What follows belongs to an exercise in optimizing a design on an open flow for small area and a short achievable clock period; a production flow would make more cautious choices. Function was checked by simulation only, so behaviour that the tests miss may differ from the original. Power and IR drop assume default switching activity.

== build 15 ==
==> flow/design.v (excerpt) <==
module router (
        input  wire logic        clk,
        input  wire logic        reset_i,
        input  wire logic [7:0]  location_i,             
        input  wire logic [79:0] flit_i,                 
        input  wire logic [4:0]  valid_i,
        output logic      [4:0]  credit_o,
        output logic      [79:0] flit_o,                 
        output logic      [4:0]  valid_o,
        input  wire logic [4:0]  credit_i
);
For scale: ~2400 cells after synthesis, roughly 400 flip-flops, roughly 190 I/O pins.
clock: 8.0 ns
lec_check: 0
abc_area: 1
cap_margin: 20
core_margin: 2
core_utilization: 55
cts_buf_list: sky130_fd_sc_hd__clkbuf_8
cts_cluster_diameter: 50
cts_cluster_size: 16
place_density: 0.75
setup_slack_margin: 3.8
slew_margin: 20
standard.sh (not shown) runs the stock make flow with config.mk's settings and CLKGATE_MAP_FILE= SYNTH_SCRIPT=/design/flow/synth_recipe.tcl, a recipe that flattens the netlist after the stock synthesis.
==> flow/flow/run.sh <==
#!/bin/bash
# Standard layout, with these changes to how it is made:
# - the smallest buffer on every port instead of the flow's default pick;
# - global routing steered off the lowest layers (fastroute.tcl);
# - no half-adder cells, so the compare logic goes through abc as plain gates;
# - no dummy loads in the clock tree (same clustering as config.mk asks for).
set -euo pipefail
here=$(cd "$(dirname "${BASH_SOURCE[0]}")" && pwd)
export BUFFER_PORTS_ARGS="-buffer_cell sky130_fd_sc_hd__buf_1"
export FASTROUTE_TCL="$here/fastroute.tcl"
export CTS_ARGS="-sink_clustering_enable -repair_clock_nets -sink_clustering_size 16 -sink_clustering_max_diameter 50 -buf_list sky130_fd_sc_hd__clkbuf_8 -dont_use_dummy_load"

# The platform's don't-use list, plus the half adders.
dont_use="sky130_fd_sc_hd__probe_p_8 sky130_fd_sc_hd__probec_p_8 sky130_fd_sc_hd__lpflow_bleeder_1"
for n in 1 16 2 4 8; do
  dont_use+=" sky130_fd_sc_hd__lpflow_clkbufkapwr_$n sky130_fd_sc_hd__lpflow_clkinvkapwr_$n"
done
for n in 12 3 4 6 8; do dont_use+=" sky130_fd_sc_hd__lpflow_decapkapwr_$n"; done
dont_use+=" sky130_fd_sc_hd__lpflow_inputiso0n_1 sky130_fd_sc_hd__lpflow_inputiso0p_1"
dont_use+=" sky130_fd_sc_hd__lpflow_inputiso1n_1 sky130_fd_sc_hd__lpflow_inputiso1p_1"
dont_use+=" sky130_fd_sc_hd__lpflow_inputisolatch_1"
for n in 1 16 2 4 8; do dont_use+=" sky130_fd_sc_hd__lpflow_isobufsrc_$n"; done
dont_use+=" sky130_fd_sc_hd__lpflow_isobufsrckapwr_16"
for n in 1 2 4; do dont_use+=" sky130_fd_sc_hd__lpflow_lsbuf_lh_hl_isowell_tap_$n"; done
dont_use+=" sky130_fd_sc_hd__lpflow_lsbuf_lh_isowell_4"
for n in 1 2 4; do dont_use+=" sky130_fd_sc_hd__lpflow_lsbuf_lh_isowell_tap_$n"; done
dont_use+=" sky130_fd_sc_hd__ha_1 sky130_fd_sc_hd__ha_2 sky130_fd_sc_hd__ha_4"

sed -e "s|\"\${@:-finish}\"|DONT_USE_CELLS='$dont_use' \"\${@:-finish}\"|" standard.sh > standard_noha.sh
bash standard_noha.sh > standard_flow.log 2>&1
==> flow/flow/fastroute.tcl <==
# Global routing resources: keep more of met1 and met2 free for pin access
# and push longer routes up to met3 and met4.
set_global_routing_layer_adjustment met1 0.45
set_global_routing_layer_adjustment met2 0.35
set_global_routing_layer_adjustment met3-met5 0.15

set_routing_layers -clock met3-met5
set_routing_layers -signal met1-met5
Having completed the whole flow, build 15 delivered a layout that passed the timing, design-rule and antenna checks.
### build 15 -> build 96
# build 15
export LEC_CHECK = 0
export ABC_AREA = 1
export CAP_MARGIN = 20
export CORE_MARGIN = 2
export CORE_UTILIZATION = 55
export CTS_BUF_LIST = sky130_fd_sc_hd__clkbuf_8
export CTS_CLUSTER_DIAMETER = 50
export CTS_CLUSTER_SIZE = 16
export PLACE_DENSITY = 0.75
export SETUP_SLACK_MARGIN = 3.8
export SLEW_MARGIN = 20
create_clock -name core_clock -period 8.0 [get_ports {clk}]
# build 96
export LEC_CHECK = 0
export ABC_AREA = 1
export CAP_MARGIN = 20
export CORE_MARGIN = 2
export CORE_UTILIZATION = 55
export CTS_BUF_LIST = sky130_fd_sc_hd__clkbuf_8
export CTS_CLUSTER_DIAMETER = 50
export CTS_CLUSTER_SIZE = 16
export PLACE_DENSITY = 0.75
export SETUP_SLACK_MARGIN = 3.0
export SLEW_MARGIN = 20
create_clock -name core_clock -period 8.0 [get_ports {clk}]
==> run summary <==
[build 96 vs build 15] maximum frequency: lower in build 96
Build 96: final layout net count 16 below build 15
Against build 15, number of fillers in the final layout in build 96 rose by a few percent.
The minimum period implied by the final worst setup slack in build 96 was higher than what build 15 gave.
Sequential share of layout area, build 96 and build 15: lower on build 15
The run showing the greater remaining max-slew budget at the tightest pin is build 15.
The utilization after layout of build 96 falls short of that of build 15 by 2.7 points.
Per the comparison of build 96 with build 15, count of state elements after synthesis comparable, final setup violation count essentially unchanged, clock buffer count in the final layout shows an increase of about 2.8%.
Against build 15, build 96 comes in 4 higher on number of antenna repair diodes.
Modified inputs, build 80 compared to build 96
# build 96
export LEC_CHECK = 0
export ABC_AREA = 1
export CAP_MARGIN = 20
export CORE_MARGIN = 2
export CORE_UTILIZATION = 55
export CTS_BUF_LIST = sky130_fd_sc_hd__clkbuf_8
export CTS_CLUSTER_DIAMETER = 50
export CTS_CLUSTER_SIZE = 16
export PLACE_DENSITY = 0.75
export SETUP_SLACK_MARGIN = 3.0
export SLEW_MARGIN = 20
create_clock -name core_clock -period 8.0 [get_ports {clk}]
# build 80
export LEC_CHECK = 0
export ABC_AREA = 1
export CAP_MARGIN = 20
export CORE_MARGIN = 2
export CORE_UTILIZATION = 55
export CTS_BUF_LIST = sky130_fd_sc_hd__clkbuf_4
export CTS_CLUSTER_DIAMETER = 40
export CTS_CLUSTER_SIZE = 10
export PLACE_DENSITY = 0.75
export SETUP_SLACK_MARGIN = 3.0
export SLEW_MARGIN = 20
create_clock -name core_clock -period 8.0 [get_ports {clk}]
diff --git a/flow/flow/run.sh b/flow/flow/run.sh
--- a/flow/flow/run.sh
+++ b/flow/flow/run.sh
@@ -4,4 +4,3 @@
 # - global routing steered off the lowest layers (fastroute.tcl);
-# - no half-adder cells, so the compare logic goes through abc as plain gates;
-# - no dummy loads in the clock tree (same clustering as config.mk asks for).
+# - no half-adder cells, so the compare logic goes through abc as plain gates.
 set -euo pipefail
@@ -10,3 +9,2 @@
 export FASTROUTE_TCL="$here/fastroute.tcl"
-export CTS_ARGS="-sink_clustering_enable -repair_clock_nets -sink_clustering_size 16 -sink_clustering_max_diameter 50 -buf_list sky130_fd_sc_hd__clkbuf_8 -dont_use_dummy_load"
 
Results
Build 80 vs. build 96: worst-case reg-to-reg path depth +3.7%; fraction of area in registers -0.45 points. Build 96 → build 80: cell depth of the worst hold path shows no meaningful change; worst path setup slack after routing shows a reduction of 0.017 ns; buffers inserted during post-CTS setup optimization shows a reduction of 6; total power shows an increase of 4.2%; routing usage on met3 shows no meaningful change. Delta (build 80 minus build 96): multi-input combinational cell area lower, combinational fraction of design power fell by 2.2 points, global routing usage on met1 now sits higher, register-to-register setup slack has increased.
Edits applied to the flow inputs when going from build 80 to build 18:
# build 80
export LEC_CHECK = 0
export ABC_AREA = 1
export CAP_MARGIN = 20
export CORE_MARGIN = 2
export CORE_UTILIZATION = 55
export CTS_BUF_LIST = sky130_fd_sc_hd__clkbuf_4
export CTS_CLUSTER_DIAMETER = 40
export CTS_CLUSTER_SIZE = 10
export PLACE_DENSITY = 0.75
export SETUP_SLACK_MARGIN = 3.0
export SLEW_MARGIN = 20
create_clock -name core_clock -period 8.0 [get_ports {clk}]
# build 18
export LEC_CHECK = 0
export ABC_AREA = 1
export CAP_MARGIN = 20
export CORE_MARGIN = 2
export CORE_UTILIZATION = 55
export CTS_BUF_LIST = sky130_fd_sc_hd__clkbuf_8
export CTS_CLUSTER_DIAMETER = 50
export CTS_CLUSTER_SIZE = 16
export PLACE_DENSITY = 0.75
export SETUP_SLACK_MARGIN = 3.0
export SLEW_MARGIN = 20
create_clock -name core_clock -period 8.0 [get_ports {clk}]
diff --git a/flow/flow/run.sh b/flow/flow/run.sh
--- a/flow/flow/run.sh
+++ b/flow/flow/run.sh
@@ -4,3 +4,3 @@
 # - global routing steered off the lowest layers (fastroute.tcl);
-# - no half-adder cells, so the compare logic goes through abc as plain gates.
+# - no half-adder cells, so the compare logic goes through abc as plain gates;
 set -euo pipefail
@@ -26,2 +26,6 @@
 
+cp -r "$FLOW_HOME/scripts" scripts_abc
+cp "$here/abc_area.script" scripts_abc/abc_area.script
+export SCRIPTS_DIR="$PWD/scripts_abc"
+
 sed -e "s|\"\${@:-finish}\"|DONT_USE_CELLS='$dont_use' \"\${@:-finish}\"|" standard.sh > standard_noha.sh
==> flow/flow/abc_area.script (new file) <==
strash
dch
map -B 0.9
topo
stime -c
upsize -c
dnsize -c
[summary]
Build 18 vs build 80: clock share of power down
Build 80 → build 18: global-route usage went up 0.32 points, internal power went down 89 uW, standard-cell row count went down about 1.4%, number of fill cells in the layout went down about 5%.
A critical path launch point of location_i[4] is what build 18 shows, while location_i[6] belongs to build 80.
Of build 80 and build 18, build 18 shows the higher global-route met2 utilization, with build 80 below it.
Count of clock-buffer cells in the layout on build 18 is down relative to build 80.
In the final reports, the cell area of build 18 is smaller than that of build 80.

---

Setup of lane 1:
Starting RTL as in the previous note.
==> flow/config.mk <==
export PLATFORM = sky130hd
export DESIGN_NAME = router
export DESIGN_NICKNAME = router
export VERILOG_FILES = /design/flow/design.v
export SDC_FILE = /design/flow/constraint.sdc
export NUM_CORES = 4
export LEC_CHECK = 0
export ABC_AREA = 1
export CAP_MARGIN = 20
export CORE_MARGIN = 2
export CORE_UTILIZATION = 55
export CTS_BUF_LIST = sky130_fd_sc_hd__clkbuf_8
export CTS_CLUSTER_DIAMETER = 50
export CTS_CLUSTER_SIZE = 16
export PLACE_DENSITY = 0.75
export SETUP_SLACK_MARGIN = 3.0
export SLEW_MARGIN = 20
==> flow/constraint.sdc <==
create_clock -name core_clock -period 8.0 [get_ports {clk}]
set_input_delay 1.6000 -clock core_clock [delete_from_list [all_inputs] [get_ports {clk}]]
set_output_delay 1.6000 -clock core_clock [all_outputs]
set_load 0.01 [all_outputs]
==> flow/flow/run.sh <==
#!/bin/bash
# Standard layout, with these changes to how it is made:
# - the smallest buffer on every port instead of the flow's default pick;
# - global routing steered off the lowest layers (fastroute.tcl);
# - no half-adder cells, so the compare logic goes through abc as plain gates;
# - no dummy loads in the clock tree (same clustering as config.mk asks for).
set -euo pipefail
here=$(cd "$(dirname "${BASH_SOURCE[0]}")" && pwd)
export BUFFER_PORTS_ARGS="-buffer_cell sky130_fd_sc_hd__buf_1"
export FASTROUTE_TCL="$here/fastroute.tcl"
export CTS_ARGS="-sink_clustering_enable -repair_clock_nets -sink_clustering_size 16 -sink_clustering_max_diameter 50 -buf_list sky130_fd_sc_hd__clkbuf_8 -dont_use_dummy_load"

# The platform's don't-use list, plus the half adders.
dont_use="sky130_fd_sc_hd__probe_p_8 sky130_fd_sc_hd__probec_p_8 sky130_fd_sc_hd__lpflow_bleeder_1"
for n in 1 16 2 4 8; do
  dont_use+=" sky130_fd_sc_hd__lpflow_clkbufkapwr_$n sky130_fd_sc_hd__lpflow_clkinvkapwr_$n"
done
for n in 12 3 4 6 8; do dont_use+=" sky130_fd_sc_hd__lpflow_decapkapwr_$n"; done
dont_use+=" sky130_fd_sc_hd__lpflow_inputiso0n_1 sky130_fd_sc_hd__lpflow_inputiso0p_1"
dont_use+=" sky130_fd_sc_hd__lpflow_inputiso1n_1 sky130_fd_sc_hd__lpflow_inputiso1p_1"
dont_use+=" sky130_fd_sc_hd__lpflow_inputisolatch_1"
for n in 1 16 2 4 8; do dont_use+=" sky130_fd_sc_hd__lpflow_isobufsrc_$n"; done
dont_use+=" sky130_fd_sc_hd__lpflow_isobufsrckapwr_16"
for n in 1 2 4; do dont_use+=" sky130_fd_sc_hd__lpflow_lsbuf_lh_hl_isowell_tap_$n"; done
dont_use+=" sky130_fd_sc_hd__lpflow_lsbuf_lh_isowell_4"
for n in 1 2 4; do dont_use+=" sky130_fd_sc_hd__lpflow_lsbuf_lh_isowell_tap_$n"; done
dont_use+=" sky130_fd_sc_hd__ha_1 sky130_fd_sc_hd__ha_2 sky130_fd_sc_hd__ha_4"

cp -r "$FLOW_HOME/scripts" scripts_abc
cp "$here/abc_area.script" scripts_abc/abc_area.script
export SCRIPTS_DIR="$PWD/scripts_abc"

sed -e "s|\"\${@:-finish}\"|DONT_USE_CELLS='$dont_use' \"\${@:-finish}\"|" standard.sh > standard_noha.sh
bash standard_noha.sh > standard_flow.log 2>&1
==> flow/flow/abc_area.script <==
strash
dch
map -B 0.9
topo
stime -c
upsize -c
dnsize -c
Scripts as last shown in full above: flow/flow/fastroute.tcl
The inputs of lane 2 differ from those of lane 1 as listed below.
Settings: CORE_UTILIZATION changed from 55 to 50; PLACE_DENSITY changed from 0.75 to 0.65; ABC_AREA removed (was 1).
==> flow/flow/run.sh <==
#!/bin/bash
# Standard layout, with the smallest buffer on every port instead of the
# flow's default pick, and global routing steered off the lowest layers.
set -euo pipefail
here=$(cd "$(dirname "${BASH_SOURCE[0]}")" && pwd)
export BUFFER_PORTS_ARGS="-buffer_cell sky130_fd_sc_hd__buf_1"
export FASTROUTE_TCL="$here/fastroute.tcl"
bash standard.sh > standard_flow.log 2>&1
removed: flow/flow/abc_area.script
==> comparison <==
Re total negative setup slack: no difference whatsoever between lane 2 and lane 1. Every run (lane 1 and lane 2) finished clean. Layout overhead on the synthesized area ends up lower on lane 1. Lane 2 gives more post-CTS repair timing setup buffer count than lane 1 did. Die area, lane 1 and lane 2: higher on lane 2. Synthesized cell count down 25% in lane 2 wrt lane 1. Against lane 1 as the reference, lane 2 delivers a higher number of detailed-route iterations in the first pass.
## Diff of input files: lane 3 against lane 2
Settings: changing CORE_UTILIZATION from 50 to 55; changing PLACE_DENSITY from 0.65 to 0.75; setting ABC_AREA to 1 for the first time.
--- outcome ---
- The area of all sequential standard cells of lane 3 exceeds that of lane 2 by 45 µm².
- Sum of routed wire length over all layers ended up 8.2% higher on lane 3 than on lane 2.
- Looking at met1 capacity usage during global routing, lane 3 sits above lane 2.
Edits applied to the flow inputs when going from lane 3 to lane 4:
Settings: SETUP_SLACK_MARGIN: 3.0 -> 3.4.
==> flow/flow/run.sh <==
#!/bin/bash
# Standard layout, with these changes to how it is made:
# - the smallest buffer on every port instead of the flow's default pick;
# - global routing steered off the lowest layers (fastroute.tcl);
# - no half-adder cells, so the compare logic goes through abc as plain gates;
set -euo pipefail
here=$(cd "$(dirname "${BASH_SOURCE[0]}")" && pwd)
export BUFFER_PORTS_ARGS="-buffer_cell sky130_fd_sc_hd__buf_1"
export FASTROUTE_TCL="$here/fastroute.tcl"

# The platform's don't-use list, plus the half adders.
dont_use="sky130_fd_sc_hd__probe_p_8 sky130_fd_sc_hd__probec_p_8 sky130_fd_sc_hd__lpflow_bleeder_1"
for n in 1 16 2 4 8; do
  dont_use+=" sky130_fd_sc_hd__lpflow_clkbufkapwr_$n sky130_fd_sc_hd__lpflow_clkinvkapwr_$n"
done
for n in 12 3 4 6 8; do dont_use+=" sky130_fd_sc_hd__lpflow_decapkapwr_$n"; done
dont_use+=" sky130_fd_sc_hd__lpflow_inputiso0n_1 sky130_fd_sc_hd__lpflow_inputiso0p_1"
dont_use+=" sky130_fd_sc_hd__lpflow_inputiso1n_1 sky130_fd_sc_hd__lpflow_inputiso1p_1"
dont_use+=" sky130_fd_sc_hd__lpflow_inputisolatch_1"
for n in 1 16 2 4 8; do dont_use+=" sky130_fd_sc_hd__lpflow_isobufsrc_$n"; done
dont_use+=" sky130_fd_sc_hd__lpflow_isobufsrckapwr_16"
for n in 1 2 4; do dont_use+=" sky130_fd_sc_hd__lpflow_lsbuf_lh_hl_isowell_tap_$n"; done
dont_use+=" sky130_fd_sc_hd__lpflow_lsbuf_lh_isowell_4"
for n in 1 2 4; do dont_use+=" sky130_fd_sc_hd__lpflow_lsbuf_lh_isowell_tap_$n"; done
dont_use+=" sky130_fd_sc_hd__ha_1 sky130_fd_sc_hd__ha_2 sky130_fd_sc_hd__ha_4"

cp -r "$FLOW_HOME/scripts" scripts_abc
cp "$here/abc_area.script" scripts_abc/abc_area.script
export SCRIPTS_DIR="$PWD/scripts_abc"

sed -e "s|\"\${@:-finish}\"|DONT_USE_CELLS='$dont_use' \"\${@:-finish}\"|" standard.sh > standard_noha.sh
bash standard_noha.sh > standard_flow.log 2>&1
==> flow/flow/abc_area.script (new file) <==
strash
dch
map -B 0.9
topo
stime -c
upsize -c
dnsize -c
--- outcome ---
Against lane 3, maximum frequency in lane 4 came out better.
Looking at number of vias in the routed layout across both flows, lane 4 is the weaker of the two, with lane 3 ahead.
When the final numbers for lane 3 and lane 4 were put side by side, the global-route met1 utilization turned out to be greater in lane 3.
Lane 4 completed every stage of the flow, and the final layout passed the timing, design-rule and antenna checks.
Lane 3: PASS, flow complete, no timing, DRC or antenna violations
Comparing met2 layer usage reported by global route for lane 3 and lane 4, the smaller number came from lane 4.
Relative to lane 3, post-route cell area decreased by 420 µm² in lane 4.
Compared with lane 3, in lane 4 number of well-tap cells placed now sits lower; layout-stage area growth over the synthesis result higher; worst setup margin went up 0.22 ns; clock period minus final worst setup slack went down 0.22 ns; total power -1100 µW.
The lower portion of the clock cycle consumed by the worst path in the final layout of lane 3 and lane 4 is in lane 4.

-- afterwards: timing with drivers on the ports --
No port has a modelled driver above. Below, the same layouts with a new extraction and two added sets of constraints. Step 1 sets driving cells, clkbuf_16 on the clock port and buf_2 on the other inputs (assumed; they add their load-dependent delay and slew). Step 2, shift: input delay + t, output delay - t, t = (earliest + latest rising clock arrival at the registers) / 2. This alone moves slack from input paths to output paths. Three values: ideal ports, drivers, drivers and shift; two values: the first two.
run	t (ns)	setup WS [ns]	cell pins on the clock port's net
build 15	0.649	3.096 / 3.010 / 3.010	1
build 96	0.652	2.965 / 2.903 / 2.903	1
build 80	0.869	2.948 / 2.885 / 2.885	1
build 18	0.682	3.103 / 3.033 / 3.033	1
lane 1	0.645	3.092 / 2.994 / 2.994	1
lane 2	0.701	2.514 / 2.463 / 2.463	1
lane 3	0.692	3.017 / 2.969 / 2.969	1
lane 4	0.701	3.236 / 3.154 / 3.154	1
After both steps every run listed still meets setup and hold. For lane 1, which loses most, drivers alone change the setup slack by -0.098 ns; drivers and shift together by -0.098 ns.
